Background: an optimization exercise with open tools, aiming at small area, a short achievable clock period and few clock cycles per item. Do not read the settings as production practice.
RTL that was checked went through simulation tests only; none was proved equivalent to the original.
No functional check of the RTL was part of run 1.
No activity file was given, so power comes from the tool's default toggle rates.

==> flow/design.v, too long to show whole: its modules and the start of the top module <==
// module kernel_loader: 43 lines
// module window_shifter: 38 lines
// module mult_adder: 1533 lines
// module conv_result: 35 lines
// module conv_engine: 64 lines
module conv_engine (
  input  logic                 clock,
  input  logic                 reset,
  input  conv_pkg::pixel_t     pixel_in,
  input  logic                 pixel_strobe,
  input  conv_pkg::weight_t    weight_in,
  input  conv_pkg::tap_index_t weight_addr,
  input  logic                 weight_strobe,
  input  conv_pkg::result_t    bias_in,
  input  logic                 relu_enable,
  output conv_pkg::result_t    result_out,
  output logic                 result_valid,
  output logic                 overflow
);
  // ...
==> flow/run.sh <==
#!/bin/bash
# synth_recipe.tcl (not shown) runs the flow's synth.tcl, then flattens the netlist and writes it again
# the make line also repeats each setting of config.mk as NAME=value (left out here)
make -C /OpenROAD-flow-scripts/flow DESIGN_CONFIG=/design/flow/config.mk WORK_HOME=/design/flow/orfs CLKGATE_MAP_FILE= SYNTH_SCRIPT=/design/flow/synth_recipe.tcl finish
==> flow/config.mk <==
export PLATFORM = sky130hd
export DESIGN_NAME = conv_engine
export DESIGN_NICKNAME = conv_engine
export VERILOG_FILES = /design/flow/design.v
export SDC_FILE = /design/flow/constraint.sdc
export NUM_CORES = 4
export LEC_CHECK = 0
export ABC_AREA = 1
export CAP_MARGIN = 20
export CORE_MARGIN = 2
export CORE_UTILIZATION = 30
export SETUP_SLACK_MARGIN = 3.2
export SLEW_MARGIN = 20
export TNS_END_PERCENT = 20
==> flow/constraint.sdc <==
create_clock -name core_clock -period 5.5 [get_ports {clock}]
set_input_delay 1.1000 -clock core_clock [delete_from_list [all_inputs] [get_ports {clock}]]
set_output_delay 1.1000 -clock core_clock [all_outputs]
set_load 0.01 [all_outputs]
==> run notes, run 1 <==
The run finished with no timing, DRC or antenna violations. The pin count of the biggest net entering global routing came out at 147. In this run the worst hold path is classified as reg -> reg. The clock edge transition at the registers on the reported setup and hold paths came out at 0.06 ns.

The synthesized-area fraction occupied by ao, oa, aoi and oai cells is 0.0647. The synthesized-area fraction occupied by adder cells is 0.246. The I/O pin count came out at 59.

The fraction of area in non-clock buffers came out at 0.0289. The total global-route track usage came out at 0.151. Of all flip-flops after synthesis, the portion carrying an async set or reset was 0.0385.

Of the post-synthesis cell area, the part taken by muxes is 0. During placement, the flow inserted port buffers numbering 58. The relative max-transition margin came out at 0.229. The leakage power is 14.6 nW.

After detailed routing, the number of remaining DRC violations is 0. The dominant cell type by area after synthesis is edfxtp_1. The cell area after technology mapping came out at 0.0296 mm². The post-detailed-route count of antenna-violating nets is 0. The total negative slack came out at 0 ns. The number of filler cells placed in the layout came out at 9628. The clock latency of the later-clocked register in the worst-skew pair came out at 0.63 ns.

The die area is 0.101 mm². The largest registers in the layout are window_shifter_inst.hist (144), kernel_loader_inst.enc (108), conv_result_inst.s (19). Setup repair after global routing could not meet its margin everywhere. The tool flagged a number of max-cap violations equal to 0. The layout has 474 inverters outside the clock class.

For this configuration, the core starts out at a cell density of 0.302.
==> run 2, diff against run 1 <==
--- a/flow/design.v
+++ b/flow/design.v
@@ -254,16 +254,52 @@
   logic q1_497;
   logic q1_498;
   logic q1_499;
   logic q1_500;
   logic q1_501;
   logic q1_502;
   logic q1_503;
   logic q1_504;
+  logic q2_769;
+  logic q2_770;
+  logic q2_771;
+  logic q2_772;
+  logic q2_773;
+  logic q2_774;
+  logic q2_775;
+  logic q2_776;
+  logic q2_777;
+  logic q2_778;
+  logic q2_779;
+  logic q2_780;
+  logic q2_781;
+  logic q2_782;
+  logic q2_783;
+  logic q2_784;
+  logic q2_785;
+  logic q2_786;
+  logic q2_787;
+  logic q2_788;
+  logic q2_789;
+  logic q2_790;
+  logic q2_791;
+  logic q2_792;
+  logic q2_793;
+  logic q2_794;
+  logic q2_795;
+  logic q2_796;
+  logic q2_797;
+  logic q2_798;
+  logic q2_799;
+  logic q2_800;
+  logic q2_801;
+  logic q2_802;
+  logic q2_803;
+  logic q2_804;
   logic q2_805;
   logic q2_806;
   logic q2_807;
   logic q2_808;
   logic q2_809;
   logic q2_810;
   logic q2_811;
   logic q2_812;
@@ -290,46 +326,16 @@
   logic q2_833;
   logic q2_834;
   logic q2_835;
   logic q2_836;
   logic q2_837;
   logic q2_838;
   logic q2_839;
   logic q2_840;
-  logic q2_841;
-  logic q2_842;
-  logic q2_843;
-  logic q2_844;
-  logic q2_845;
-  logic q2_846;
-  logic q2_847;
-  logic q2_848;
-  logic q2_849;
-  logic q2_850;
-  logic q2_851;
-  logic q2_852;
-  logic q2_853;
-  logic q2_854;
-  logic q2_855;
-  logic q2_856;
-  logic q2_857;
-  logic q2_858;
-  logic q3_915;
-  logic q3_916;
-  logic q3_917;
-  logic q3_918;
-  logic q3_919;
-  logic q3_920;
-  logic q3_921;
-  logic q3_922;
-  logic q3_923;
-  logic q3_924;
-  logic q3_925;
-  logic q3_926;
   logic q3_927;
   logic q3_928;
   logic q3_929;
   logic q3_930;
   logic q3_931;
   logic q3_932;
   logic q3_933;
   logic q3_934;
@@ -343,16 +349,29 @@
   logic q3_942;
   logic q3_943;
   logic q3_944;
   logic q3_945;
   logic q3_946;
   logic q3_947;
   logic q3_948;
   logic q3_949;
+  logic q3_950;
+  logic q3_951;
+  logic q3_952;
+  logic q3_953;
+  logic q3_954;
+  logic q3_955;
+  logic q3_956;
+  logic q3_957;
+  logic q3_958;
+  logic q3_959;
+  logic q3_960;
+  logic q3_961;
+  logic q3_962;
   wire pp0_0_0 = ((~enc[0][0] & ~pn[0][0])) ^ enc[0][2];
   wire pp0_0_1 = ((~enc[0][0] & ~pn[0][1]) | (~enc[0][1] & ~pn[0][0])) ^ enc[0][2];
   wire pp0_0_2 = ((~enc[0][0] & ~pn[0][2]) | (~enc[0][1] & ~pn[0][1])) ^ enc[0][2];
   wire pp0_0_3 = ((~enc[0][0] & ~pn[0][3]) | (~enc[0][1] & ~pn[0][2])) ^ enc[0][2];
   wire pp0_0_4 = ((~enc[0][0] & ~pn[0][4]) | (~enc[0][1] & ~pn[0][3])) ^ enc[0][2];
   wire pp0_0_5 = ((~enc[0][0] & ~pn[0][5]) | (~enc[0][1] & ~pn[0][4])) ^ enc[0][2];
   wire pp0_0_6 = ((~enc[0][0] & ~pn[0][6]) | (~enc[0][1] & ~pn[0][5])) ^ enc[0][2];
   wire pp0_0_7 = ((~enc[0][0] & ~pn[0][7]) | (~enc[0][1] & ~pn[0][6])) ^ enc[0][2];
@@ -1233,166 +1252,160 @@
   wire s703 = s625 ^ enc[8][2] ^ bias[0];
   wire c704 = (s625 & enc[8][2]) | (s625 & bias[0]) | (enc[8][2] & bias[0]);
   wire s705 = c626 ^ s627 ^ s511;
   wire c706 = (c626 & s627) | (c626 & s511) | (s627 & s511);
   wire s707 = c628 ^ s629 ^ s631;
   wire c708 = (c628 & s629) | (c628 & s631) | (s629 & s631);
   wire s709 = c630 ^ c632 ^ s633;
   wire c710 = (c630 & c632) | (c630 & s633) | (c632 & s633);
-  wire s711 = c634 ^ c636 ^ c638;
-  wire c712 = (c634 & c636) | (c634 & c638) | (c636 & c638);
-  wire s713 = s639 ^ s641 ^ s643;
-  wire c714 = (s639 & s641) | (s639 & s643) | (s641 & s643);
-  wire s715 = c640 ^ c642 ^ c644;
-  wire c716 = (c640 & c642) | (c640 & c644) | (c642 & c644);
-  wire s717 = s645 ^ s647 ^ s649;
-  wire c718 = (s645 & s647) | (s645 & s649) | (s647 & s649);
-  wire s719 = c646 ^ c648 ^ c650;
-  wire c720 = (c646 & c648) | (c646 & c650) | (c648 & c650);
-  wire s721 = s651 ^ s653 ^ s655;
-  wire c722 = (s651 & s653) | (s651 & s655) | (s653 & s655);
-  wire s723 = c652 ^ c654 ^ c656;
-  wire c724 = (c652 & c654) | (c652 & c656) | (c654 & c656);
-  wire s725 = c658 ^ s659 ^ s661;
-  wire c726 = (c658 & s659) | (c658 & s661) | (s659 & s661);
-  wire s727 = s663 ^ s665 ^ bias[7];
-  wire c728 = (s663 & s665) | (s663 & bias[7]) | (s665 & bias[7]);
-  wire s729 = c660 ^ c662 ^ c664;
-  wire c730 = (c660 & c662) | (c660 & c664) | (c662 & c664);
-  wire s731 = c666 ^ s667 ^ s669;
-  wire c732 = (c666 & s667) | (c666 & s669) | (s667 & s669);
-  wire s733 = s671 ^ s579 ^ s581;
-  wire c734 = (s671 & s579) | (s671 & s581) | (s579 & s581);
-  wire s735 = c668 ^ c670 ^ c672;
-  wire c736 = (c668 & c670) | (c668 & c672) | (c670 & c672);
-  wire s737 = s673 ^ s675 ^ s677;
-  wire c738 = (s673 & s675) | (s673 & s677) | (s675 & s677);
-  wire s739 = c674 ^ c676 ^ c678;
-  wire c740 = (c674 & c676) | (c674 & c678) | (c676 & c678);
-  wire s741 = c680 ^ s681 ^ s683;
-  wire c742 = (c680 & s681) | (c680 & s683) | (s681 & s683);
-  wire s743 = s685 ^ q1_468 ^ bias[10];
-  wire c744 = (s685 & q1_468) | (s685 & bias[10]) | (q1_468 & bias[10]);
-  wire s745 = c682 ^ c684 ^ c686;
-  wire c746 = (c682 & c684) | (c682 & c686) | (c684 & c686);
-  wire s747 = s687 ^ s689 ^ s605;
-  wire c748 = (s687 & s689) | (s687 & s605) | (s689 & s605);
-  wire s749 = c688 ^ c690 ^ s691;
-  wire c750 = (c688 & c690) | (c688 & s691) | (c690 & s691);
-  wire s751 = s693 ^ s613 ^ bias[12];
-  wire c752 = (s693 & s613) | (s693 & bias[12]) | (s613 & bias[12]);
-  wire s753 = c692 ^ c694 ^ s695;
-  wire c754 = (c692 & c694) | (c692 & s695) | (c694 & s695);
-  wire s755 = c696 ^ c698 ^ s699;
-  wire c756 = (c696 & c698) | (c696 & s699) | (c698 & s699);
-  wire s757 = c700 ^ s701 ^ ~bias[15];
-  wire c758 = (c700 & s701) | (c700 & ~bias[15]) | (s701 & ~bias[15]);
-  wire s759 = c702 ^ c624 ^ q1_504;
-  wire c760 = (c702 & c624) | (c702 & q1_504) | (c624 & q1_504);
-  wire s761 = c704 ^ s705 ^ bias[1];
-  wire c762 = (c704 & s705) | (c704 & bias[1]) | (s705 & bias[1]);
-  wire s763 = c708 ^ s709 ^ s635;
-  wire c764 = (c708 & s709) | (c708 & s635) | (s709 & s635);
-  wire s765 = c710 ^ s711 ^ s713;
-  wire c766 = (c710 & s711) | (c710 & s713) | (s711 & s713);
-  wire s767 = c712 ^ c714 ^ s715;
-  wire c768 = (c712 & c714) | (c712 & s715) | (c714 & s715);
-  wire s769 = s717 ^ s545;
-  wire c770 = s717 & s545;
-  wire s771 = c716 ^ c718 ^ s719;
-  wire c772 = (c716 & c718) | (c716 & s719) | (c718 & s719);
-  wire s773 = s721 ^ s657 ^ bias[6];
-  wire c774 = (s721 & s657) | (s721 & bias[6]) | (s657 & bias[6]);
-  wire s775 = c720 ^ c722 ^ s723;
-  wire c776 = (c720 & c722) | (c720 & s723) | (c722 & s723);
-  wire s777 = s725 ^ s727;
-  wire c778 = s725 & s727;
-  wire s779 = c724 ^ c726 ^ c728;
-  wire c780 = (c724 & c726) | (c724 & c728) | (c726 & c728);
-  wire s781 = s729 ^ s731 ^ s733;
-  wire c782 = (s729 & s731) | (s729 & s733) | (s731 & s733);
-  wire s783 = c730 ^ c732 ^ c734;
-  wire c784 = (c730 & c732) | (c730 & c734) | (c732 & c734);
-  wire s785 = s735 ^ s737 ^ s679;
-  wire c786 = (s735 & s737) | (s735 & s679) | (s737 & s679);
-  wire s787 = c736 ^ c738 ^ s739;
-  wire c788 = (c736 & c738) | (c736 & s739) | (c738 & s739);
-  wire s789 = s741 ^ s743;
-  wire c790 = s741 & s743;
-  wire s791 = c740 ^ c742 ^ c744;
-  wire c792 = (c740 & c742) | (c740 & c744) | (c742 & c744);
-  wire s793 = s745 ^ s747 ^ s607;
-  wire c794 = (s745 & s747) | (s745 & s607) | (s747 & s607);
-  wire s795 = c746 ^ c748 ^ s749;
-  wire c796 = (c746 & c748) | (c746 & s749) | (c748 & s749);
-  wire s797 = c750 ^ c752 ^ s753;
-  wire c798 = (c750 & c752) | (c750 & s753) | (c752 & s753);
-  wire s799 = s697 ^ bias[13];
-  wire c800 = s697 & bias[13];
-  wire s801 = c754 ^ s755 ^ s621;
-  wire c802 = (c754 & s755) | (c754 & s621) | (s755 & s621);
-  wire s803 = c756 ^ s757 ^ 1'b1;
-  wire c804 = (c756 & s757) | (c756 & 1'b1) | (s757 & 1'b1);
-  wire s859 = q2_829 ^ q2_830;
-  wire c860 = q2_829 & q2_830;
-  wire s861 = q2_834 ^ q2_835;
-  wire c862 = q2_834 & q2_835;
-  wire s863 = q2_838 ^ q2_839;
-  wire c864 = q2_838 & q2_839;
-  wire s865 = q2_842 ^ q2_843;
-  wire c866 = q2_842 & q2_843;
-  wire s867 = q2_817 ^ q2_818;
-  wire c868 = q2_817 & q2_818;
-  wire s869 = q2_821 ^ q2_822 ^ q2_823;
-  wire c870 = (q2_821 & q2_822) | (q2_821 & q2_823) | (q2_822 & q2_823);
-  wire s871 = q2_825 ^ q2_826 ^ q2_827;
-  wire c872 = (q2_825 & q2_826) | (q2_825 & q2_827) | (q2_826 & q2_827);
-  wire s873 = s859 ^ q2_831 ^ q2_832;
-  wire c874 = (s859 & q2_831) | (s859 & q2_832) | (q2_831 & q2_832);
-  wire s875 = c860 ^ s861 ^ q2_836;
-  wire c876 = (c860 & s861) | (c860 & q2_836) | (s861 & q2_836);
-  wire s877 = c862 ^ s863 ^ q2_840;
-  wire c878 = (c862 & s863) | (c862 & q2_840) | (s863 & q2_840);
-  wire s879 = c864 ^ s865 ^ q2_844;
-  wire c880 = (c864 & s865) | (c864 & q2_844) | (s865 & q2_844);
-  wire s881 = c866 ^ q2_846 ^ q2_847;
-  wire c882 = (c866 & q2_846) | (c866 & q2_847) | (q2_846 & q2_847);
-  wire s883 = q2_849 ^ q2_850;
-  wire c884 = q2_849 & q2_850;
-  wire s885 = q2_807 ^ q2_808;
-  wire c886 = q2_807 & q2_808;
-  wire s887 = q2_810 ^ q2_811;
-  wire c888 = q2_810 & q2_811;
-  wire s889 = q2_812 ^ q2_813;
-  wire c890 = q2_812 & q2_813;
-  wire s891 = q2_814 ^ q2_815 ^ q2_816;
-  wire c892 = (q2_814 & q2_815) | (q2_814 & q2_816) | (q2_815 & q2_816);
-  wire s893 = s867 ^ q2_819 ^ q2_820;
-  wire c894 = (s867 & q2_819) | (s867 & q2_820) | (q2_819 & q2_820);
-  wire s895 = c868 ^ s869 ^ q2_824;
-  wire c896 = (c868 & s869) | (c868 & q2_824) | (s869 & q2_824);
-  wire s897 = c870 ^ s871 ^ q2_828;
-  wire c898 = (c870 & s871) | (c870 & q2_828) | (s871 & q2_828);
-  wire s899 = c872 ^ s873 ^ q2_833;
-  wire c900 = (c872 & s873) | (c872 & q2_833) | (s873 & q2_833);
-  wire s901 = c874 ^ s875 ^ q2_837;
-  wire c902 = (c874 & s875) | (c874 & q2_837) | (s875 & q2_837);
-  wire s903 = c876 ^ s877 ^ q2_841;
-  wire c904 = (c876 & s877) | (c876 & q2_841) | (s877 & q2_841);
-  wire s905 = c878 ^ s879 ^ q2_845;
-  wire c906 = (c878 & s879) | (c878 & q2_845) | (s879 & q2_845);
-  wire s907 = c880 ^ s881 ^ q2_848;
-  wire c908 = (c880 & s881) | (c880 & q2_848) | (s881 & q2_848);
-  wire s909 = c882 ^ s883 ^ q2_851;
-  wire c910 = (c882 & s883) | (c882 & q2_851) | (s883 & q2_851);
-  wire s911 = c884 ^ q2_852 ^ q2_853;
-  wire c912 = (c884 & q2_852) | (c884 & q2_853) | (q2_852 & q2_853);
-  wire s913 = q2_854 ^ q2_855 ^ q2_856;
-  wire c914 = (q2_854 & q2_855) | (q2_854 & q2_856) | (q2_855 & q2_856);
+  wire s711 = s635 ^ s637;
+  wire c712 = s635 & s637;
+  wire s713 = c634 ^ c636 ^ c638;
+  wire c714 = (c634 & c636) | (c634 & c638) | (c636 & c638);
+  wire s715 = s639 ^ s641 ^ s643;
+  wire c716 = (s639 & s641) | (s639 & s643) | (s641 & s643);
+  wire s717 = c640 ^ c642 ^ c644;
+  wire c718 = (c640 & c642) | (c640 & c644) | (c642 & c644);
+  wire s719 = s645 ^ s647 ^ s649;
+  wire c720 = (s645 & s647) | (s645 & s649) | (s647 & s649);
+  wire s721 = c646 ^ c648 ^ c650;
+  wire c722 = (c646 & c648) | (c646 & c650) | (c648 & c650);
+  wire s723 = s651 ^ s653 ^ s655;
+  wire c724 = (s651 & s653) | (s651 & s655) | (s653 & s655);
+  wire s725 = s657 ^ bias[6];
+  wire c726 = s657 & bias[6];
+  wire s727 = c652 ^ c654 ^ c656;
+  wire c728 = (c652 & c654) | (c652 & c656) | (c654 & c656);
+  wire s729 = c658 ^ s659 ^ s661;
+  wire c730 = (c658 & s659) | (c658 & s661) | (s659 & s661);
+  wire s731 = s663 ^ s665 ^ bias[7];
+  wire c732 = (s663 & s665) | (s663 & bias[7]) | (s665 & bias[7]);
+  wire s733 = c660 ^ c662 ^ c664;
+  wire c734 = (c660 & c662) | (c660 & c664) | (c662 & c664);
+  wire s735 = c666 ^ s667 ^ s669;
+  wire c736 = (c666 & s667) | (c666 & s669) | (s667 & s669);
+  wire s737 = s671 ^ s579 ^ s581;
+  wire c738 = (s671 & s579) | (s671 & s581) | (s579 & s581);
+  wire s739 = c668 ^ c670 ^ c672;
+  wire c740 = (c668 & c670) | (c668 & c672) | (c670 & c672);
+  wire s741 = s673 ^ s675 ^ s677;
+  wire c742 = (s673 & s675) | (s673 & s677) | (s675 & s677);
+  wire s743 = s679 ^ 1'b1;
+  wire c744 = s679 & 1'b1;
+  wire s745 = c674 ^ c676 ^ c678;
+  wire c746 = (c674 & c676) | (c674 & c678) | (c676 & c678);
+  wire s747 = c680 ^ s681 ^ s683;
+  wire c748 = (c680 & s681) | (c680 & s683) | (s681 & s683);
+  wire s749 = s685 ^ q1_468 ^ bias[10];
+  wire c750 = (s685 & q1_468) | (s685 & bias[10]) | (q1_468 & bias[10]);
+  wire s751 = c682 ^ c684 ^ c686;
+  wire c752 = (c682 & c684) | (c682 & c686) | (c684 & c686);
+  wire s753 = s687 ^ s689 ^ s605;
+  wire c754 = (s687 & s689) | (s687 & s605) | (s689 & s605);
+  wire s755 = c688 ^ c690 ^ s691;
+  wire c756 = (c688 & c690) | (c688 & s691) | (c690 & s691);
+  wire s757 = s693 ^ s613 ^ bias[12];
+  wire c758 = (s693 & s613) | (s693 & bias[12]) | (s613 & bias[12]);
+  wire s759 = c692 ^ c694 ^ s695;
+  wire c760 = (c692 & c694) | (c692 & s695) | (c694 & s695);
+  wire s761 = s697 ^ bias[13];
+  wire c762 = s697 & bias[13];
+  wire s763 = c696 ^ c698 ^ s699;
+  wire c764 = (c696 & c698) | (c696 & s699) | (c698 & s699);
+  wire s765 = c700 ^ s701 ^ ~bias[15];
+  wire c766 = (c700 & s701) | (c700 & ~bias[15]) | (s701 & ~bias[15]);
+  wire s767 = c702 ^ c624 ^ q1_504;
+  wire c768 = (c702 & c624) | (c702 & q1_504) | (c624 & q1_504);
+  wire s841 = q2_782 ^ q2_783;
+  wire c842 = q2_782 & q2_783;
+  wire s843 = q2_787 ^ q2_788 ^ q2_789;
+  wire c844 = (q2_787 & q2_788) | (q2_787 & q2_789) | (q2_788 & q2_789);
+  wire s845 = q2_792 ^ q2_793 ^ q2_794;
+  wire c846 = (q2_792 & q2_793) | (q2_792 & q2_794) | (q2_793 & q2_794);
+  wire s847 = q2_795 ^ q2_796;
+  wire c848 = q2_795 & q2_796;
+  wire s849 = q2_798 ^ q2_799 ^ q2_800;
+  wire c850 = (q2_798 & q2_799) | (q2_798 & q2_800) | (q2_799 & q2_800);
+  wire s851 = q2_801 ^ q2_802 ^ q2_803;
+  wire c852 = (q2_801 & q2_802) | (q2_801 & q2_803) | (q2_802 & q2_803);
+  wire s853 = q2_804 ^ q2_805 ^ q2_806;
+  wire c854 = (q2_804 & q2_805) | (q2_804 & q2_806) | (q2_805 & q2_806);
+  wire s855 = q2_807 ^ q2_808 ^ q2_809;
+  wire c856 = (q2_807 & q2_808) | (q2_807 & q2_809) | (q2_808 & q2_809);
+  wire s857 = q2_810 ^ q2_811 ^ q2_812;
+  wire c858 = (q2_810 & q2_811) | (q2_810 & q2_812) | (q2_811 & q2_812);
+  wire s859 = q2_813 ^ q2_814 ^ q2_815;
+  wire c860 = (q2_813 & q2_814) | (q2_813 & q2_815) | (q2_814 & q2_815);
+  wire s861 = q2_816 ^ q2_817 ^ q2_818;
+  wire c862 = (q2_816 & q2_817) | (q2_816 & q2_818) | (q2_817 & q2_818);
+  wire s863 = q2_819 ^ q2_820 ^ q2_821;
+  wire c864 = (q2_819 & q2_820) | (q2_819 & q2_821) | (q2_820 & q2_821);
+  wire s865 = q2_822 ^ q2_823 ^ q2_824;
+  wire c866 = (q2_822 & q2_823) | (q2_822 & q2_824) | (q2_823 & q2_824);
+  wire s867 = q2_826 ^ q2_827;
+  wire c868 = q2_826 & q2_827;
+  wire s869 = q2_830 ^ q2_831;
+  wire c870 = q2_830 & q2_831;
+  wire s871 = q2_778 ^ q2_779;
+  wire c872 = q2_778 & q2_779;
+  wire s873 = s841 ^ q2_784 ^ q2_785;
+  wire c874 = (s841 & q2_784) | (s841 & q2_785) | (q2_784 & q2_785);
+  wire s875 = c842 ^ s843 ^ q2_790;
+  wire c876 = (c842 & s843) | (c842 & q2_790) | (s843 & q2_790);
+  wire s877 = c844 ^ s845 ^ s847;
+  wire c878 = (c844 & s845) | (c844 & s847) | (s845 & s847);
+  wire s879 = c846 ^ c848 ^ s849;
+  wire c880 = (c846 & c848) | (c846 & s849) | (c848 & s849);
+  wire s881 = c850 ^ c852 ^ s853;
+  wire c882 = (c850 & c852) | (c850 & s853) | (c852 & s853);
+  wire s883 = c854 ^ c856 ^ s857;
+  wire c884 = (c854 & c856) | (c854 & s857) | (c856 & s857);
+  wire s885 = c858 ^ c860 ^ s861;
+  wire c886 = (c858 & c860) | (c858 & s861) | (c860 & s861);
+  wire s887 = c862 ^ c864 ^ s865;
+  wire c888 = (c862 & c864) | (c862 & s865) | (c864 & s865);
+  wire s889 = c866 ^ s867 ^ q2_828;
+  wire c890 = (c866 & s867) | (c866 & q2_828) | (s867 & q2_828);
+  wire s891 = c868 ^ s869 ^ q2_832;
+  wire c892 = (c868 & s869) | (c868 & q2_832) | (s869 & q2_832);
+  wire s893 = c870 ^ q2_834 ^ q2_835;
+  wire c894 = (c870 & q2_834) | (c870 & q2_835) | (q2_834 & q2_835);
+  wire s895 = q2_770 ^ q2_771;
+  wire c896 = q2_770 & q2_771;
+  wire s897 = q2_773 ^ q2_774;
+  wire c898 = q2_773 & q2_774;
+  wire s899 = q2_775 ^ q2_776 ^ q2_777;
+  wire c900 = (q2_775 & q2_776) | (q2_775 & q2_777) | (q2_776 & q2_777);
+  wire s901 = s871 ^ q2_780 ^ q2_781;
+  wire c902 = (s871 & q2_780) | (s871 & q2_781) | (q2_780 & q2_781);
+  wire s903 = c872 ^ s873 ^ q2_786;
+  wire c904 = (c872 & s873) | (c872 & q2_786) | (s873 & q2_786);
+  wire s905 = c874 ^ s875 ^ q2_791;
+  wire c906 = (c874 & s875) | (c874 & q2_791) | (s875 & q2_791);
+  wire s907 = c876 ^ s877 ^ q2_797;
+  wire c908 = (c876 & s877) | (c876 & q2_797) | (s877 & q2_797);
+  wire s909 = c878 ^ s879 ^ s851;
+  wire c910 = (c878 & s879) | (c878 & s851) | (s879 & s851);
+  wire s911 = c880 ^ s881 ^ s855;
+  wire c912 = (c880 & s881) | (c880 & s855) | (s881 & s855);
+  wire s913 = c882 ^ s883 ^ s859;
+  wire c914 = (c882 & s883) | (c882 & s859) | (s883 & s859);
+  wire s915 = c884 ^ s885 ^ s863;
+  wire c916 = (c884 & s885) | (c884 & s863) | (s885 & s863);
+  wire s917 = c886 ^ s887 ^ q2_825;
+  wire c918 = (c886 & s887) | (c886 & q2_825) | (s887 & q2_825);
+  wire s919 = c888 ^ s889 ^ q2_829;
+  wire c920 = (c888 & s889) | (c888 & q2_829) | (s889 & q2_829);
+  wire s921 = c890 ^ s891 ^ q2_833;
+  wire c922 = (c890 & s891) | (c890 & q2_833) | (s891 & q2_833);
+  wire s923 = c892 ^ s893 ^ q2_836;
+  wire c924 = (c892 & s893) | (c892 & q2_836) | (s893 & q2_836);
+  wire s925 = c894 ^ q2_837 ^ q2_838;
+  wire c926 = (c894 & q2_837) | (c894 & q2_838) | (q2_837 & q2_838);
   always_ff @(posedge clock) begin
     q1_361 <= s217;
     q1_362 <= c218;
     q1_363 <= s219;
     q1_364 <= s221;
     q1_365 <= c220;
     q1_366 <= c222;
     q1_367 <= s223;
@@ -1530,110 +1543,129 @@
     q1_499 <= s355;
     q1_500 <= s357;
     q1_501 <= c356;
     q1_502 <= c358;
     q1_503 <= s359;
     q1_504 <= c360;
   end
   always_ff @(posedge clock) begin
-    q2_805 <= s703;
-    q2_806 <= s761;
-    q2_807 <= c762;
-    q2_808 <= c706;
-    q2_809 <= s707;
-    q2_810 <= s763;
-    q2_811 <= s637;
-    q2_812 <= c764;
-    q2_813 <= s765;
-    q2_814 <= c766;
-    q2_815 <= s767;
-    q2_816 <= s769;
-    q2_817 <= c768;
-    q2_818 <= c770;
-    q2_819 <= s771;
-    q2_820 <= s773;
-    q2_821 <= c772;
-    q2_822 <= c774;
-    q2_823 <= s775;
-    q2_824 <= s777;
-    q2_825 <= c776;
-    q2_826 <= c778;
-    q2_827 <= s779;
-    q2_828 <= s781;
-    q2_829 <= c780;
-    q2_830 <= c782;
-    q2_831 <= s783;
-    q2_832 <= s785;
-    q2_833 <= 1'b1;
-    q2_834 <= c784;
-    q2_835 <= c786;
-    q2_836 <= s787;
-    q2_837 <= s789;
-    q2_838 <= c788;
-    q2_839 <= c790;
-    q2_840 <= s791;
-    q2_841 <= s793;
-    q2_842 <= c792;
-    q2_843 <= c794;
-    q2_844 <= s795;
-    q2_845 <= s751;
-    q2_846 <= c796;
-    q2_847 <= s797;
-    q2_848 <= s799;
-    q2_849 <= c798;
-    q2_850 <= c800;
-    q2_851 <= s801;
-    q2_852 <= c802;
-    q2_853 <= s803;
-    q2_854 <= c804;
-    q2_855 <= c758;
-    q2_856 <= s759;
-    q2_857 <= c760;
-    q2_858 <= 1'b1;
+    q2_769 <= s703;
+    q2_770 <= c704;
+    q2_771 <= s705;
+    q2_772 <= bias[1];
+    q2_773 <= c706;
+    q2_774 <= s707;
+    q2_775 <= c708;
+    q2_776 <= s709;
+    q2_777 <= s711;
+    q2_778 <= c710;
+    q2_779 <= c712;
+    q2_780 <= s713;
+    q2_781 <= s715;
+    q2_782 <= c714;
+    q2_783 <= c716;
+    q2_784 <= s717;
+    q2_785 <= s719;
+    q2_786 <= s545;
+    q2_787 <= c718;
+    q2_788 <= c720;
+    q2_789 <= s721;
+    q2_790 <= s723;
+    q2_791 <= s725;
+    q2_792 <= c722;
+    q2_793 <= c724;
+    q2_794 <= c726;
+    q2_795 <= s727;
+    q2_796 <= s729;
+    q2_797 <= s731;
+    q2_798 <= c728;
+    q2_799 <= c730;
+    q2_800 <= c732;
+    q2_801 <= s733;
+    q2_802 <= s735;
+    q2_803 <= s737;
+    q2_804 <= c734;
+    q2_805 <= c736;
+    q2_806 <= c738;
+    q2_807 <= s739;
+    q2_808 <= s741;
+    q2_809 <= s743;
+    q2_810 <= c740;
+    q2_811 <= c742;
+    q2_812 <= c744;
+    q2_813 <= s745;
+    q2_814 <= s747;
+    q2_815 <= s749;
+    q2_816 <= c746;
+    q2_817 <= c748;
+    q2_818 <= c750;
+    q2_819 <= s751;
+    q2_820 <= s753;
+    q2_821 <= s607;
+    q2_822 <= c752;
+    q2_823 <= c754;
+    q2_824 <= s755;
+    q2_825 <= s757;
+    q2_826 <= c756;
+    q2_827 <= c758;
+    q2_828 <= s759;
+    q2_829 <= s761;
+    q2_830 <= c760;
+    q2_831 <= c762;
+    q2_832 <= s763;
+    q2_833 <= s621;
+    q2_834 <= c764;
+    q2_835 <= s765;
+    q2_836 <= 1'b1;
+    q2_837 <= c766;
+    q2_838 <= s767;
+    q2_839 <= c768;
+    q2_840 <= 1'b1;
   end
   always_ff @(posedge clock) begin
-    q3_915 <= q2_805;
-    q3_916 <= q2_806;
-    q3_917 <= s885;
-    q3_918 <= q2_809;
-    q3_919 <= c886;
-    q3_920 <= s887;
-    q3_921 <= c888;
-    q3_922 <= s889;
-    q3_923 <= c890;
-    q3_924 <= s891;
-    q3_925 <= c892;
-    q3_926 <= s893;
-    q3_927 <= c894;
+    q3_927 <= q2_769;
     q3_928 <= s895;
-    q3_929 <= c896;
-    q3_930 <= s897;
-    q3_931 <= c898;
-    q3_932 <= s899;
-    q3_933 <= c900;
-    q3_934 <= s901;
-    q3_935 <= c902;
-    q3_936 <= s903;
-    q3_937 <= c904;
-    q3_938 <= s905;
-    q3_939 <= c906;
-    q3_940 <= s907;
-    q3_941 <= c908;
-    q3_942 <= s909;
-    q3_943 <= c910;
-    q3_944 <= s911;
-    q3_945 <= c912;
-    q3_946 <= s913;
-    q3_947 <= c914;
-    q3_948 <= q2_857;
-    q3_949 <= q2_858;
+    q3_929 <= q2_772;
+    q3_930 <= c896;
+    q3_931 <= s897;
+    q3_932 <= c898;
+    q3_933 <= s899;
+    q3_934 <= c900;
+    q3_935 <= s901;
+    q3_936 <= c902;
+    q3_937 <= s903;
+    q3_938 <= c904;
+    q3_939 <= s905;
+    q3_940 <= c906;
+    q3_941 <= s907;
+    q3_942 <= c908;
+    q3_943 <= s909;
+    q3_944 <= c910;
+    q3_945 <= s911;
+    q3_946 <= c912;
+    q3_947 <= s913;
+    q3_948 <= c914;
+    q3_949 <= s915;
+    q3_950 <= c916;
+    q3_951 <= s917;
+    q3_952 <= c918;
+    q3_953 <= s919;
+    q3_954 <= c920;
+    q3_955 <= s921;
+    q3_956 <= c922;
+    q3_957 <= s923;
+    q3_958 <= c924;
+    q3_959 <= s925;
+    q3_960 <= c926;
+    q3_961 <= q2_839;
+    q3_962 <= q2_840;
   end
-  assign row_a = {q3_949, q3_947, q3_945, q3_943, q3_941, q3_939, q3_937, q3_935, q3_933, q3_931, q3_929, q3_927, q3_925, q3_923, q3_921, q3_919, q3_917, q3_916, q3_915};
-  assign row_b = {1'b0, q3_948, q3_946, q3_944, q3_942, q3_940, q3_938, q3_936, q3_934, q3_932, q3_930, q3_928, q3_926, q3_924, q3_922, q3_920, q3_918, 1'b0, 1'b0};
+  assign row_a = {q3_962, q3_960, q3_958, q3_956, q3_954, q3_952, q3_950, q3_948, q3_946, q3_944, q3_942, q3_940, q3_938, q3_936, q3_934, q3_932, q3_930, q3_928, q3_927};
+  assign row_b = {1'b0, q3_961, q3_959, q3_957, q3_955, q3_953, q3_951, q3_949, q3_947, q3_945, q3_943, q3_941, q3_939, q3_937, q3_935, q3_933, q3_931, q3_929, 1'b0};
 endmodule
 module conv_result (
   input  logic              clock,
   input  logic              reset,
   input  logic [18:0]       row_a,
   input  logic [18:0]       row_b,
   input  logic              valid,
   input  logic              relu_enable,
==> run notes, run 2 <==
The run finished with no timing, DRC or antenna violations. The number of warnings issued by yosys came out at 6. The fmax came out at 425 MHz. The portion of the post-synthesis area used by sequential elements came out at 0.480.

edfxtp_1 takes more of the synthesized area than any other cell. The leading cell type in the layout, fill and taps excluded is inv_1. The register bit total from synthesis came out at 591.

The async set-reset flop share out of synthesis is 0.0372 (-0.00124). The layout overhead on the synthesized area came out at 14.8%. The worst slack on hold paths came out at 0.324 ns. The cell area after technology mapping came to 0.0301 mm² (+1.6%). The number of iterations in the first detailed-routing pass is 5. The number of different library cells used by synthesis comes to 37. The number of buffers created by CTS is 60. The multi-input combinational cells in the finished layout cover a total of 0.0132 mm². The part of the cycle the worst path needs is 0.428. In this run the cell area measured after placement is 0.0317 mm². Of the total power, the share spent switching nets is 0.399. The total power divided by cell area came out at 600 mW/mm². Wires add up to 79500 µm. The maximum level of the CTS H-tree is 2. The primary flip-flop cell chosen by synthesis mapping is dfxtp_1. The average routed wire per standard cell is 20.2 µm. The startpoint identified for the worst register-to-register timing path is window_shifter_inst.hist[9][6]. Setup repair after global routing could not meet its margin everywhere. The number of flops mapped to enable cells by yosys came out at 252. The region available for standard cell placement spans 0.0999 mm².

For flop-to-flop paths, the worst setup slack is 3.15 ns. The post-detailed-route count of antenna-violating nets came out at 0 (unchanged). The first global-routing pass estimated 115000 µm of wire. The count of max-cap constraint violations is 0 (unchanged). Measured along the y axis, the die boundary spans 321 µm.

The I/O pin count came out at 59 (unchanged). The arrival time reported for the critical path endpoint is 2.94 ns. The portion of total power attributed to combinational logic came out at 0.456. The post-layout total power came out at 20.8 mW. The proportion of netlist area held by the largest area contributor came out at 0.251.

The clock group share of total power is 0.202. The register with the most flip-flops in the layout has 144 of them. The global placer's final weighted congestion came out at 0.924. The net switching component of the power came out at 8.28 mW.

The starting density of the core came out at 0.302 (-0.000478). The worst setup path is captured at a flop. The internal power is 12.5 mW. The maximum VDD drop is 0.000399 V. The kind of start point of the critical path is a flop. The violation count after the first detailed-routing iteration came out at 1777.

The relative max-transition margin came to 0.192 (-0.0376). The total negative slack came out at 0 ns (unchanged). The total global-route track usage came out at 0.153 (+0.00239). Detailed routing inserted a total of 17700 vias. The most repeated cell in the gate-level netlist after synthesis is inv_1. The critical-path maximum fanout came out at 9. When the netlist entered floorplanning its net count stood at 2935. The pin count of the biggest net entering global routing came to 66 (-55%). The launch instance of the worst min-delay path is mult_adder_inst.q3_927.

The largest registers in the layout are window_shifter_inst.hist (144), kernel_loader_inst.enc (108), conv_result_inst.s (19). For hold timing, the worst endpoint is conv_result_inst.s[0]. The pin slew with the least headroom to its limit came out at 1.21 ns. The number of cell instances on the worst register-to-register path came out at 4. The count of pins over their slew limit came to 0.

The leakage power is 15.0 nW (+2.8%). More flip-flops sit in one register than any other, and that register is window_shifter_inst.hist. The number of placement rows is 116. The synthesized netlist cell count came out at 2520.

The final non-filler cell area is 0.0346 mm². The library cells used most frequently in the layout, excluding fill and tap cells, are 459 x inv_1, 341 x fa_1, 327 x xor2_1, 317 x dfxtp_1, 252 x edfxtp_1. The die area was 0.103 mm² (+1.6%). The per-cell via count in the routed design is 4.50.

The total congestion overflow came out at 0. The HPWL after detailed placement came out at 61000 µm. The number of antenna diodes in the final layout is 0. The mean post-synth cell area is 11.9 µm². The worst hold-check path type is reg -> reg.

The kind of critical path is reg -> reg. The clock edge transition at the registers on the reported setup and hold paths is 0.07 ns (about the same). The tree built by TritonCTS fans out to 591 sinks. At the worst endpoint, the required time is 6.09 ns. By count the netlist is led by 462 x inv_1, 343 x fa_1, 331 x xor2_1. The cell depth of the worst hold path is 0. The worst register-to-register path ends at mult_adder_inst.q1_488. The clock tree from TritonCTS is yes. The count of buffers inserted at the top-level ports was 58 (unchanged). In the final layout, the share of cells above drive strength 1 is 0.109. The horizontal die dimension is 321 µm. The residual DRC count came out at 0 (unchanged).

The number of global-route vias before repair was 17500. CTS placed an instance of clkbuf_16 at the clock tree root. For the finished layout, the period the worst path requires is 2.35 ns. The initial antenna violation count was 2. The number of filler cells placed in the layout is 9819 (+2.0%).

The clock passes through at most 3 buffers. Yosys attributes the largest share of cell area to edfxtp_1 25%, fa_1 23%, dfxtp_1 21%. The final count of negative-setup-slack endpoints is 0. The count of final hold-check violations came to 0. The number of nets in the layout is 2998. For the final database, setup skew stands at 0.0250 ns. In the final layout, flip-flops and latches occupy 0.0145 mm². Of the total power, registers draw 0.342.

The clock latency of the later-clocked register in the worst-skew pair is 0.64 ns (about the same).
==> run 2: cell types whose count changed after synthesis, sizes merged, moves of 3 or more <==
cell / delta
inv: +24
o21ai: +3
clkinv: -4
nand3: +3
dfxtp: +19
nand2: +11
ha: -3
==> run 2: kinds of logic (layout without fill, tap and decap cells) <==
kind of cell,count (synthesis),after routing,share of synthesized area
buf+inv,659,774,0.0835
fa+ha+maj,374,374,0.241
compound gates,320,320,0.0639
other cells,1,1,0.000125
flops,591,591,0.480
xor+xnor,334,334,0.0972
simple gates,241,241,0.0340
==> run 2: metal layers <==
metal,vias up,part of all wire,track usage
li1,8021,-,-
met1,8795,0.42,0.205
met2,706,0.45,0.241
met3,157,0.085,0.0379
met4,0,0.037,0.0570
met5,-,0,0
==> run 2: worst max-delay path by stage <==
stage                                     from                endpoint  slack, ns  depth (start not counted)
2_1_floorplan       kernel_loader_inst.enc[53]  mult_adder_inst.q2_774       3.23                          6
3_3_place_gp        kernel_loader_inst.enc[59]  mult_adder_inst.q2_796       3.04                          5
3_5_place_dp        kernel_loader_inst.enc[59]  mult_adder_inst.q2_796       3.04                          5
4_1_cts             kernel_loader_inst.enc[17]  mult_adder_inst.q2_774       3.10                          5
5_1_grt        window_shifter_inst.hist[16][5]  mult_adder_inst.q1_453       3.11                          6
6_report        window_shifter_inst.hist[9][6]  mult_adder_inst.q1_488       3.15                          4
==> run 2: power by group through the flow <==
stage	Sequential, mW	Clock, mW	Combinational [mW]
global placement	7.20	0	9.23
finish	7.09	4.20	9.46
floorplan	6.66	0	6.26
global route	7.21	4.47	10.9
CTS	7.12	4.29	9.44
detailed placement	7.21	0	9.39
==> run 2: area by class of cell <==
class / count / area share
well taps: 1298 / 0.0470
multi-input cells: 1270 / 0.382
clock inverters: 36 / 0.0113
flip-flops and latches: 591 / 0.419
clock buffers: 78 / 0.0472
repair buffers: 166 / 0.0390
inverters: 494 / 0.0545
==> run 2: worst max-delay path, stage by stage (launching register included) <==
cell      delay (ns)
edfxtp_1        0.53
o22ai_1         0.24
xor2_1          0.36
fa_1            0.60
fa_1            0.57
==> run 2: timing repair <==
item / in CTS / in global routing
gates resized for setup: 40 / 26
hold buffers: 0 / 0
setup buffers: 3 / 101
pin swaps: 0 / 6
endpoints found under the setup margin: 59 / 143
gates cloned: 0 / 0
==> run 2: metrics by stage <==
stage	setup slack [ns]	cells	util
floorplan	3.23	2520	-
global placement	3.04	3715	0.318
detailed placement	3.04	3715	0.318
CTS	3.10	3832	0.338
global route	3.11	3933	0.346
finish	3.15	3933	0.346
Testbench counts of run 2, summed over its fixed seeds: cycles 16,424, results 16,240.
==> run 3, diff against run 2 <==
==> flow/flow/run.sh (new file) <==
#!/bin/bash
# Standard layout, with one netlist clean-up between synthesis and floorplan:
# fixinv.py removes inverters between full adders by choosing each adder's
# polarity (registers and all other cells are kept as synthesized).
set -euo pipefail
work=$PWD
res=$work/orfs/results/$FLOW_PLATFORM/conv_engine/base

bash standard.sh synth > synth.log 2>&1
python3 flow/fixinv.py "$res/1_2_yosys.v" "$work/1_2_yosys.fixinv.v" > fixinv.log 2>&1
cp "$work/1_2_yosys.fixinv.v" "$res/1_2_yosys.v"
rm -f "$res/1_synth.odb" "$res/1_synth.sdc"
bash standard.sh finish > layout.log 2>&1
==> flow/flow/fixinv.py (new file) <==
#!/usr/bin/env python3
"""Remove inverters between full adders of a flat sky130 gate netlist.

A full adder computes the complements of both its outputs when all three of
its inputs are complemented.  Every full adder gets a polarity (taken as is,
or fed complemented inputs and read as complemented outputs), chosen by local
search to need as few inverters as possible; the inverters are then rebuilt:
at most one per net, where some load needs the complement.  Registers and
every other cell keep their names, types and function.

usage: fixinv.py IN.v OUT.v
"""
import re
import sys
from collections import defaultdict

OUT_PINS = {"X", "Y", "Q", "Q_N", "SUM", "COUT", "HI", "LO"}
INV_RE = re.compile(r"sky130_fd_sc_hd__(clk)?inv_\d+$")
FA_RE = re.compile(r"sky130_fd_sc_hd__fa_\d+$")
INST_RE = re.compile(r"^(\s*)(sky130_fd_sc_hd__\w+)\s+(\S+)\s*\((.*?)\);", re.M | re.S)
PIN_RE = re.compile(r"\.(\w+)\(([^()]*)\)")


def main():
    src, dst = sys.argv[1], sys.argv[2]
    text = open(src).read()
    insts = []
    for m in INST_RE.finditer(text):
        pins = [(p, n.strip()) for p, n in PIN_RE.findall(m.group(4))]
        insts.append({"span": m.span(), "indent": m.group(1), "type": m.group(2),
                      "name": m.group(3), "pins": pins})

    # ports: names in the module header's output declarations
    out_ports = set()
    for m in re.finditer(r"^\s*output\s+(\[[^\]]+\]\s*)?(\S+);", text, re.M):
        rng, name = m.group(1), m.group(2)
        if rng:
            hi, lo = [int(x) for x in rng.strip()[1:-1].split(":")]
            for i in range(min(hi, lo), max(hi, lo) + 1):
                out_ports.add(f"{name}[{i}]")
        else:
            out_ports.add(name)

    driver = {}
    loads = defaultdict(list)  # net -> [(inst index, pin)]
    for k, c in enumerate(insts):
        for p, n in c["pins"]:
            if p in OUT_PINS:
                driver[n] = (k, p)
            else:
                loads[n].append((k, p))

    # removable inverters: output drives only cell pins, not a port
    removable = set()
    for k, c in enumerate(insts):
        if INV_RE.match(c["type"]):
            y = dict(c["pins"]).get("Y")
            if y is not None and y not in out_ports and loads[y]:
                removable.add(k)

    def root(net):
        par = 0
        seen = 0
        while net in driver and driver[net][0] in removable and seen < 64:
            k = driver[net][0]
            net = dict(insts[k]["pins"])["A"]
            par ^= 1
            seen += 1
        return net, par

    fa = [k for k, c in enumerate(insts) if FA_RE.match(c["type"])]
    is_fa = set(fa)
    # sinks: (root net, parity, sink inst or None, pin)
    sinks = []
    for k, c in enumerate(insts):
        if k in removable:
            continue
        for p, n in c["pins"]:
            if p in OUT_PINS:
                continue
            r, par = root(n)
            sinks.append((r, par, k, p))
    # inverters feeding output ports stay, their inputs are sinks already

    flip = defaultdict(int)
    by_root = defaultdict(list)
    for s in sinks:
        by_root[s[0]].append(s)
    src_of = {}
    for r in by_root:
        if r in driver and driver[r][0] in is_fa:
            src_of[r] = driver[r][0]
    # the nets touching each full adder
    fa_nets = defaultdict(set)
    for r, lst in by_root.items():
        if r in src_of:
            fa_nets[src_of[r]].add(r)
        for s in lst:
            if s[2] in is_fa:
                fa_nets[s[2]].add(r)

    def net_cost(r):
        f_src = flip[src_of[r]] if r in src_of else 0
        need = False
        for (_, par, k, _) in by_root[r]:
            f_snk = flip[k] if k in is_fa else 0
            if par ^ f_src ^ f_snk:
                need = True
                break
        return 1 if need else 0

    def total():
        return sum(net_cost(r) for r in by_root)

    before = total()
    # simulated annealing over the polarities, seeded for a repeatable result
    import math
    import random
    rng = random.Random(1)
    cur = before
    best = cur
    best_flip = dict(flip)
    steps = 4000 * max(1, len(fa))
    temp0, temp1 = 2.0, 0.05
    for step in range(steps):
        temp = temp0 * (temp1 / temp0) ** (step / steps)
        x = fa[rng.randrange(len(fa))]
        nets = fa_nets[x]
        old = sum(net_cost(r) for r in nets)
        flip[x] ^= 1
        new = sum(net_cost(r) for r in nets)
        d = new - old
        if d <= 0 or rng.random() < math.exp(-d / temp):
            cur += d
            if cur < best:
                best = cur
                best_flip = dict(flip)
        else:
            flip[x] ^= 1
    flip.clear()
    flip.update(best_flip)
    passes = steps
    after = total()

    # rebuild: new pin connections and inverters
    newpin = {}  # (inst, pin) -> net
    inv_of = {}
    add = []
    count = 0
    for r, lst in by_root.items():
        f_src = flip[src_of[r]] if r in src_of else 0
        for (_, par, k, p) in lst:
            f_snk = flip[k] if k in is_fa else 0
            if par ^ f_src ^ f_snk:
                if r not in inv_of:
                    count += 1
                    nn = f"_fixinv_{count}_"
                    inv_of[r] = nn
                    add.append((r, nn))
                newpin[(k, p)] = inv_of[r]
            else:
                newpin[(k, p)] = r

    out = []
    pos = 0
    for k, c in enumerate(insts):
        a, b = c["span"]
        out.append(text[pos:a])
        pos = b
        if k in removable:
            continue
        pins = []
        for p, n in c["pins"]:
            pins.append((p, newpin.get((k, p), n)))
        body = ",\n".join(f"    .{p}({n}{' ' if n.startswith(chr(92)) else ''})" for p, n in pins)
        out.append(f"{c['indent']}{c['type']} {c['name']} (\n{body}\n  );")
    out.append(text[pos:])
    res = "".join(out)
    decl = "".join(f"  wire {nn};\n" for _, nn in add)
    cells = "".join(
        f"  sky130_fd_sc_hd__inv_1 {nn}inv (\n    .A({r}{' ' if r.startswith(chr(92)) else ''}),\n    .Y({nn})\n  );\n"
        for r, nn in add)
    i = res.rindex("endmodule")
    res = res[:i] + cells + res[i:]
    # declare the new wires after the module header
    j = res.index(";", res.index("module ")) + 1
    res = res[:j] + "\n" + decl + res[j:]
    open(dst, "w").write(res)
    nfl = sum(flip[x] for x in fa)
    print(f"fixinv: {len(removable)} inverters before, {len(add)} after "
          f"(cost {before} -> {after}), {nfl} of {len(fa)} full adders flipped, {passes} passes")


if __name__ == "__main__":
    main()
==> flow/standard.sh (new file) <==
#!/bin/bash
# synth_recipe.tcl (not shown) runs the flow's synth.tcl, then flattens the netlist and writes it again
# the make line also repeats each setting of config.mk as NAME=value (left out here)
make -C /OpenROAD-flow-scripts/flow DESIGN_CONFIG=/design/flow/config.mk WORK_HOME=/design/flow/orfs CLKGATE_MAP_FILE= SYNTH_SCRIPT=/design/flow/synth_recipe.tcl "${@:-finish}"
removed: flow/run.sh
==> run notes, run 3 <==
The leakage power is 13.8 nW (-7.8%). The total length of routed wires came to 77400 µm (-2.7%). The leading cell type in the layout, fill and taps excluded is fa_1. The run finished with no timing, DRC or antenna violations. The launch point of the worst path is kernel_loader_inst.enc[65]. The count of pins over their slew limit is 0 (unchanged).

The horizontal die dimension came out at 316 µm (-1.5%). The library cell used as clock root buffer is clkbuf_16. The total power divided by cell area is 614 mW/mm² (+2.3%). Leaving out fill and tap cells, the most frequent cells in the layout are 340 x fa_1, 324 x xor2_1, 317 x dfxtp_1, 252 x edfxtp_1, 251 x o22ai_1. The net switching component of the power came to 7.97 mW (-3.7%). The post-route clock skew is 0.0392 ns (+0.0141 ns). The number of global-route vias before repair came to 16700 (-4.4%). The per-cell via count in the routed design came to 4.60 (+2.4%).

The count of final hold-check violations came out at 0 (unchanged). Following the worst setup path forward leads to its endpoint at mult_adder_inst.q1_395. TritonCTS built the clock tree. The number of buffers created by CTS is 66 (+10%).

The relative max-transition margin is 0.228 (+0.0367). The number of warnings issued by yosys came out at 6 (unchanged). The internal power was 12.8 mW (+2.4%).

The pin slew with the least headroom to its limit came to 1.16 ns (-0.0537 ns). The synthesized netlist cell count is 2281 (-9.5%). Setup repair after global routing could not meet its margin everywhere. The clock edge transition at the registers on the reported setup and hold paths was 0.07 ns (about the same). The die area came out at 0.0999 mm² (-2.9%). The area occupied by registers is 0.0145 mm² (unchanged). The wire length of the first global-routing pass is 111000 µm (-2.9%). In this run the critical register-to-register path is launched from kernel_loader_inst.enc[65]. The kind of critical path is reg -> reg.

The starting density of the core was 0.303 (+0.000985). The part of the cycle the worst path needs came out at 0.437 (+0.00951). The total congestion overflow is 0 (unchanged). The end of the worst register-to-register path is mult_adder_inst.q1_395. The clock sink count is 591 (unchanged).

The worst hold path begins at mult_adder_inst.q2_772. The post-layout total power came out at 20.7 mW (about the same). The mean post-synth cell area is 12.8 µm² (+7.2%).

The number of cell instances on the worst register-to-register path is 6 (+2). The total global-route track usage is 0.155 (+0.00173). The HPWL after detailed placement was 59400 µm (-2.7%).

The layout cell share with drive strength beyond 1 came out at 0.106 (-0.00304). The post-detailed-route count of antenna-violating nets is 0 (unchanged). The global placer's final weighted congestion came out at 0.910 (-1.6%).

The vertical die dimension is 316 µm (-1.5%). The number of placement rows came to 114 (-1.7%). The net count after synthesis came out at 2696 (-8.1%). The violation count after the first detailed-routing iteration came out at 1780 (+0.17%).

The largest registers in the layout are window_shifter_inst.hist (144), kernel_loader_inst.enc (108), conv_result_inst.s (19). The worst setup path is captured at a flop. The number of filler cells placed in the layout is 9334 (-4.9%). The routed via count came out at 16800 (-4.8%). The worst setup path is launched from a flop.

The required time of the critical path came out at 6.01 ns (-0.08 ns). The residual DRC count came out at 0 (unchanged). The register share of total power came to 0.348 (+0.006). The cell area after technology mapping is 0.0292 mm² (-3.0%). The number of inserted diodes is 0 (unchanged). The initial antenna violation count is 5 (+3). The number of iterations in the first detailed-routing pass is 7 (+2). The flip-flop count of the largest register, all copies and words added is 144 (unchanged). The final critical-path required period came out at 2.40 ns (+0.0523 ns). The portion of total power attributed to combinational logic came out at 0.432 (-0.024). Relative to the synthesized area, the layout overhead comes to 15.6%. The maximum level of the CTS H-tree came out at 3 (+1). The pin count of the biggest net entering global routing is 65 (-1.5%).

The count of buffers inserted at the top-level ports came out at 58 (unchanged). The I/O pin count came out at 59 (unchanged). The arrival time reported for the critical path endpoint came out at 2.91 ns (-0.03 ns).

The worst-case clock buffer depth is 3 (unchanged). The maximum VDD drop is 0.000369 V (-7.5%). The critical-path maximum fanout came out at 6 (-3).

The fmax is 416 MHz (-2.2%). The clock group share of total power is 0.220 (+0.018). The final count of negative-setup-slack endpoints is 0 (unchanged). The path class of the tightest hold or removal check is reg -> reg. The clock latency of the later-clocked register in the worst-skew pair is 0.63 ns (about the same). The area of the multi-input gates came to 0.0132 mm² (unchanged). The total negative slack is 0 ns (unchanged).

The number of nets in the layout is 2743 (-8.5%). The average routed wire per standard cell is 21.2 µm (+4.7%). The proportion of total power due to net switching came to 0.384 (-0.0147).

The worst reg-to-reg setup slack came out at 3.10 ns (-0.05 ns). The placeable core area came out at 0.0966 mm² (-3.3%). The register bank with the most flops is window_shifter_inst.hist. The count of max-cap constraint violations is 0 (unchanged).
run 3: metal layers:
metal  track usage  vias to the layer above  wire length, µm
met5             0                        -               16
met4        0.0544                        2             2830
met3        0.0278                      132             5370
met2         0.242                      700            35300
met1         0.217                     8489            33900
li1              -                     7506                -
run 3: metrics by stage:
step | std cells | hold WS, ns | instance area [µm²] | util | setup WS, ns
finish | 3657 | 0.325 | 33800 | 0.350 | 3.10
global route | 3657 | 0.332 | 33800 | 0.350 | 3.06
CTS | 3588 | 0.327 | 33100 | 0.343 | 2.94
detailed placement | 3455 | 0.314 | 30800 | 0.319 | 2.88
global placement | 3455 | 0.313 | 30800 | 0.319 | 2.85
floorplan | 2281 | 0.310 | 29200 | - | 3.39
run 3: worst max-delay path, cell delays in order, from the launching register on:
cell	delay [ns]
edfxtp_1	0.54
clkinvlp_4	0.30
buf_4	0.20
xor2_1	0.16
fa_1	0.56
inv_1	0.07
fa_1	0.44
run 3: timing repair:
| item | CTS | global route |
|---|---|---|
| gates resized for setup | 29 | 24 |
| hold buffers | 0 | 0 |
| setup buffers | 12 | 69 |
| pin swaps | 0 | 4 |
| endpoints found under the setup margin | 84 | 102 |
run 3: worst min path at each step:
stage,endpoint,cells past startpoint
finish,mult_adder_inst.q3_929,0
global route,mult_adder_inst.q2_772,0
CTS,mult_adder_inst.q3_929,0
detailed placement,mult_adder_inst.q3_929,0
global placement,mult_adder_inst.q3_929,0
floorplan,conv_result_inst.s[0],0
run 3: area by class of cell:
cell class	instances	area share
Clock inverter	31	0.0107
Inverter	255	0.0292
Sequential cell	591	0.429
Tap cell	1276	0.0473
Multi-Input combinational cell	1270	0.391
Clock buffer	90	0.0563
Timing Repair Buffer	144	0.0366
run 3: power by group through the flow:
stage	Combinational (mW)	Sequential [mW]	Clock, mW
floorplan	5.72	6.75	0
global placement	8.70	7.32	0
detailed placement	8.92	7.34	0
CTS	8.91	7.24	4.65
global route	10.2	7.32	4.83
finish	8.97	7.21	4.56
==> module conv_result, before the edit <==
module conv_result (
  input  logic              clock,
  input  logic              reset,
  input  logic [18:0]       row_a,
  input  logic [18:0]       row_b,
  input  logic              valid,
  input  logic              relu_enable,
  output logic signed [15:0] result_out,
  output logic              result_valid,
  output logic              overflow
);
  logic signed [18:0] s;
  logic               s_valid;
  logic               zero;
  logic               clip;
  logic signed [15:0] sat;
  always_ff @(posedge clock) s <= row_a + row_b;
  always_ff @(posedge clock or negedge reset) begin
    if (!reset) s_valid <= 1'b0;
    else        s_valid <= valid;
  end
  assign zero = relu_enable && s[18];
  assign clip = !zero && (s[18:15] != 4'b0000) && (s[18:15] != 4'b1111);
  assign sat  = zero ? 16'sd0 : clip ? {s[18], {15{!s[18]}}} : s[15:0];
  always_ff @(posedge clock) result_out <= sat;
  always_ff @(posedge clock or negedge reset) begin
    if (!reset) begin
      result_valid <= 1'b0;
      overflow     <= 1'b0;
    end else begin
      result_valid <= s_valid;
      overflow     <= s_valid && clip;
    end
  end
endmodule
==> run 4, diff against run 3 <==
--- a/flow/design.v
+++ b/flow/design.v
@@ -1676,3 +1676,2 @@
   logic signed [18:0] s;
-  logic               s_valid;
   logic               zero;
@@ -1680,7 +1679,3 @@
   logic signed [15:0] sat;
-  always_ff @(posedge clock) s <= row_a + row_b;
-  always_ff @(posedge clock or negedge reset) begin
-    if (!reset) s_valid <= 1'b0;
-    else        s_valid <= valid;
-  end
+  assign s    = row_a + row_b;
   assign zero = relu_enable && s[18];
@@ -1694,4 +1689,4 @@
     end else begin
-      result_valid <= s_valid;
-      overflow     <= s_valid && clip;
+      result_valid <= valid;
+      overflow     <= valid && clip;
     end
--- a/flow/flow/fixinv.py
+++ b/flow/flow/fixinv.py
@@ -5,4 +5,4 @@
 its inputs are complemented.  Every full adder gets a polarity (taken as is,
-or fed complemented inputs and read as complemented outputs), chosen by local
-search to need as few inverters as possible; the inverters are then rebuilt:
+or fed complemented inputs and read as complemented outputs), and so does every
+xor2 (by becoming an xnor2 of the same size), chosen by simulated annealing to need as few inverters as possible; the inverters are then rebuilt:
 at most one per net, where some load needs the complement.  Registers and
@@ -19,2 +19,3 @@
 FA_RE = re.compile(r"sky130_fd_sc_hd__fa_\d+$")
+XOR_RE = re.compile(r"sky130_fd_sc_hd__x(n?)or2_(\d+)$")
 INST_RE = re.compile(r"^(\s*)(sky130_fd_sc_hd__\w+)\s+(\S+)\s*\((.*?)\);", re.M | re.S)
@@ -72,2 +73,6 @@
     is_fa = set(fa)
+    # an xor2 turned into an xnor2 (same size) complements its output, so it
+    # can take a polarity too, with no condition on its inputs
+    xors = [k for k, c in enumerate(insts) if XOR_RE.match(c["type"])]
+    movable = fa + xors
     # sinks: (root net, parity, sink inst or None, pin)
@@ -90,3 +95,3 @@
     for r in by_root:
-        if r in driver and driver[r][0] in is_fa:
+        if r in driver and (driver[r][0] in is_fa or XOR_RE.match(insts[driver[r][0]]["type"])):
             src_of[r] = driver[r][0]
@@ -122,3 +127,3 @@
     best_flip = dict(flip)
-    steps = 4000 * max(1, len(fa))
+    steps = 4000 * max(1, len(movable))
     temp0, temp1 = 2.0, 0.05
@@ -126,3 +131,3 @@
         temp = temp0 * (temp1 / temp0) ** (step / steps)
-        x = fa[rng.randrange(len(fa))]
+        x = movable[rng.randrange(len(movable))]
         nets = fa_nets[x]
@@ -171,5 +176,14 @@
             continue
+        if k in xors and flip[k]:
+            m = XOR_RE.match(c["type"])
+            assert m
+            c["type"] = f"sky130_fd_sc_hd__{'x' if m.group(1) else 'xn'}or2_{m.group(2)}"
+        swapped = k in xors and flip[k]
         pins = []
         for p, n in c["pins"]:
-            pins.append((p, newpin.get((k, p), n)))
+            q = p
+            if swapped and p in ("X", "Y"):
+                # xor2's output pin is X, xnor2's is Y
+                q = "Y" if p == "X" else "X"
+            pins.append((q, newpin.get((k, p), n)))
         body = ",\n".join(f"    .{p}({n}{' ' if n.startswith(chr(92)) else ''})" for p, n in pins)
@@ -189,4 +203,5 @@
     nfl = sum(flip[x] for x in fa)
+    nxf = sum(flip[x] for x in xors)
     print(f"fixinv: {len(removable)} inverters before, {len(add)} after "
-          f"(cost {before} -> {after}), {nfl} of {len(fa)} full adders flipped, {passes} passes")
+          f"(cost {before} -> {after}), {nfl} of {len(fa)} full adders flipped, {nxf} of {len(xors)} xor2 swapped")
 
--- a/flow/config.mk
+++ b/flow/config.mk
@@ -11,2 +11,4 @@
 export CORE_UTILIZATION = 30
+export CTS_CLUSTER_DIAMETER = 80
+export CTS_CLUSTER_SIZE = 30
 export SETUP_SLACK_MARGIN = 3.2
==> run notes, run 4 <==
The HPWL after detailed placement came to 62700 µm (+5.6%). The mean post-synth cell area was 13.4 µm² (+5.0%). The horizontal die dimension came out at 311 µm (-1.7%). The count of final hold-check violations is 0 (unchanged). The average routed wire per standard cell is 23.6 µm (+11%). The relative max-transition margin came to 0.281 (+0.0523). The layout overhead on the synthesized area came out at 12.4%.

The clock latency of the later-clocked register in the worst-skew pair was 0.60 ns (-0.03 ns). The total length of routed wires is 79300 µm (+2.5%). The routed via count is 15900 (-5.7%). The register with the most flip-flops in the final layout is window_shifter_inst.hist. The maximum VDD drop came out at 0.000333 V (-9.7%). The number of iterations in the first detailed-routing pass is 8 (+1). The post-detailed-route count of antenna-violating nets came to 0 (unchanged).

The tree is rooted in a clkbuf_16. The quantity of hold-fixing buffers added after cts was 0 (unchanged). The starting density of the core was 0.303 (about the same). In the layout the commonest cells are 339 x fa_1, 298 x dfxtp_1, 252 x edfxtp_1, 248 x o22ai_1, 178 x xnor2_1. The cell family contributing the most delay on the critical path is adder cells.

The initial antenna violation count is 4 (-1). The cell area after technology mapping was 0.0282 mm² (-3.5%). The placeable core area is 0.0932 mm² (-3.5%).

The cell occurring most often along the worst timing path is fa_1. The residual DRC count was 0 (unchanged). The clock sink count came out at 571 (-3.4%).

The total power divided by cell area is 620 mW/mm² (+0.87%). The synthesized netlist cell count is 2098 (-8.0%). The clock tree from TritonCTS is yes. Leaving out fill and tap cells, the most frequent cell in the layout is fa_1.

The wire length of the first global-routing pass is 113000 µm (+1.8%). The delay of the slowest cell on the worst path is 0.58 ns (+0.02 ns). STA classifies the critical path startpoint as a flop.

The post-route core utilization was 0.340 (-0.00954). The pin slew with the least headroom to its limit is 1.08 ns (-0.0796 ns). The number of placement rows is 112 (-1.8%). The critical-path maximum fanout is 7 (+1). The arrival time reported for the critical path endpoint came out at 2.97 ns (+0.06 ns).

The vertical die dimension came out at 311 µm (-1.7%). The worst setup path is captured at a flop. The number of global-route vias before repair is 16100 (-3.3%). The net count after synthesis came out at 2513 (-6.8%).

The worst hold-check path type is reg -> reg. The count of max-cap constraint violations was 0 (unchanged). The number of warnings issued by yosys was 6 (unchanged). The final critical-path required period was 2.49 ns (+0.0853 ns). The pin count of the biggest net entering global routing came out at 64 (-1.5%). The required time of the critical path is 5.98 ns (-0.03 ns). The layout cell share with drive strength beyond 1 came out at 0.0900 (-0.0163). The final count of negative-setup-slack endpoints is 0 (unchanged). The kind of critical path is reg -> reg. The global placer's final weighted congestion came out at 0.934 (+2.7%). The violation count after the first detailed-routing iteration is 1700 (-4.5%).

The total global-route track usage came out at 0.161 (+0.00651). Setup repair after global routing could not meet its margin everywhere. The buffer and inverter count on the worst path is 1 (-2). The slowest cell on the critical path is edfxtp_1.

The part of the cycle the worst path needs came out at 0.453 (+0.0155). The flip-flop count of the largest register, all copies and words added came to 144 (unchanged). The total negative slack came out at 0 ns (unchanged). The number of filler cells placed in the layout came out at 9058 (-3.0%). Traced cell by cell, the critical path runs through inv_1 > xnor2_1 > fa_1 > fa_1. The clock edge transition at the registers on the reported setup and hold paths came out at 0.11 ns (+0.04 ns). The die area is 0.0965 mm² (-3.4%). The total congestion overflow is 0 (unchanged).

The number of nets in the layout is 2501 (-8.8%). The per-cell via count in the routed design came out at 4.72 (+2.5%). The I/O pin count is 59 (unchanged).

The instance count after placement with tap cells included came out at 3247 (-6.0%). The largest registers in the layout are window_shifter_inst.hist (144), kernel_loader_inst.enc (108). The final standard cell count with taps included and fillers excluded came out at 3366 (-8.0%).

The number of buffers created by CTS was 34 (-48%). The leakage power came out at 11.8 nW (-15%). The maximum level of the CTS H-tree is 2 (-1).

The fmax came out at 402 MHz (-3.4%). The count of pins over their slew limit came out at 0 (unchanged). The count of buffers inserted at the top-level ports is 58 (unchanged). The flow ran to the end and the layout has no timing, DRC or antenna violations. The worst-case clock buffer depth is 3 (unchanged). The post-route clock skew is 0.0272 ns (-0.0119 ns).
-- run 4: what timing repair did --
| action | CTS | global route |
|---|---|---|
| cloned | 0 | 2 |
| hold endpoints to repair | 0 | 0 |
| pin swaps | 0 | 17 |
| setup endpoints to repair | 97 | 116 |
| gates resized for setup | 17 | 53 |
| setup buffers | 2 | 53 |
-- run 4: path summary, 6_finish.rpt --
kind	from	to	slack (ns)	cells past startpoint
setup reg to reg	kernel_loader_inst.enc[86]	mult_adder_inst.q1_361	3.01	4
max in group asynchronous	reset	window_shifter_inst.strobe_r	4.29	1
hold / removal	mult_adder_inst.q2_839	mult_adder_inst.q3_961	0.34	0
min in group asynchronous	reset	mult_adder_inst.valid[3]	0.61	1
setup / recovery	kernel_loader_inst.enc[86]	mult_adder_inst.q1_361	3.01	4
hold reg to reg	mult_adder_inst.q2_839	mult_adder_inst.q3_961	0.34	0
-- run 4: power by group --
group	switching [mW]	total [mW]	leakage [nW]	internal, mW
Clock	1.69	3.01	0.600	1.32
Combinational	5.45	9.69	5.93	4.24
Sequential	1.01	6.93	5.26	5.92
Total	8.15	19.6	11.8	11.5
-- run 4: through the flow --
stage / area (µm²) / hold WS, ns / power (mW) / worst slack (ns)
final: 31700 / 0.337 / 19.6 / 3.01
after global routing: 31700 / 0.350 / 21.2 / 3.03
after CTS: 31000 / 0.339 / 19.4 / 2.96
after detailed placement: 29800 / 0.314 / 16.4 / 2.95
after global placement: 29800 / 0.318 / 16.3 / 2.98
after floorplan: 28200 / 0.310 / 12.5 / 3.19
-- run 4: layout make-up --
| cell class | count | area, µm² | share of cell area |
|---|---|---|---|
| Clock buffer | 39 | 891 | 0.0281 |
| Sequential cell | 571 | 14100 | 0.444 |
| Antenna cell | 1 | 2.50 | 0.0000790 |
| Tap cell | 1254 | 1570 | 0.0495 |
| Timing Repair Buffer | 116 | 1030 | 0.0326 |
| Inverter | 94 | 360 | 0.0114 |
| Multi-Input combinational cell | 1269 | 13400 | 0.423 |
| Clock inverter | 22 | 363 | 0.0114 |
-- run 4: metal layers --
metal | global-route usage | share of wire | vias to the layer above
li1 | - | - | 6968
met1 | 0.224 | 0.43 | 8128
met2 | 0.256 | 0.46 | 667
met3 | 0.0319 | 0.078 | 109
met4 | 0.0481 | 0.030 | 0
met5 | 0 | 0 | -
Testbench counts of run 4, summed over its fixed seeds: cycles 16,416, results 16,240.

afterwards: timing with drivers on the ports:
No port has a modelled driver above. Below, the same layouts with a new extraction and two added sets of constraints.
Step 1: set_driving_cell puts a clkbuf_16 on clock and a buf_2 on each other input, an assumption about the parent block.
Step 2 moves the port delays by t, midway between the first and last clock arrival at a register: inputs arrive t later, outputs are due t later. That takes back most of the time a late clock gives input paths.
Slacks: ideal ports / drivers / drivers and shift; pairs: ideal ports / drivers.
run	shift t [ns]	setup slack, ns	worst setup path at the end	slew at the worst register clock pin (ns)	cell pins on the clock port's net
run 1	0.686	2.775 / 2.775 / 2.775	register to register	0.06 / 0.06	1
run 2	0.694	3.149 / 3.149 / 3.149	register to register	0.07 / 0.07	1
run 3	0.681	3.096 / 3.096 / 3.096	register to register	0.07 / 0.07	1
run 4	0.647	3.011 / 3.011 / 3.011	register to register	0.12 / 0.12	1
After both steps every run listed still meets setup and hold.
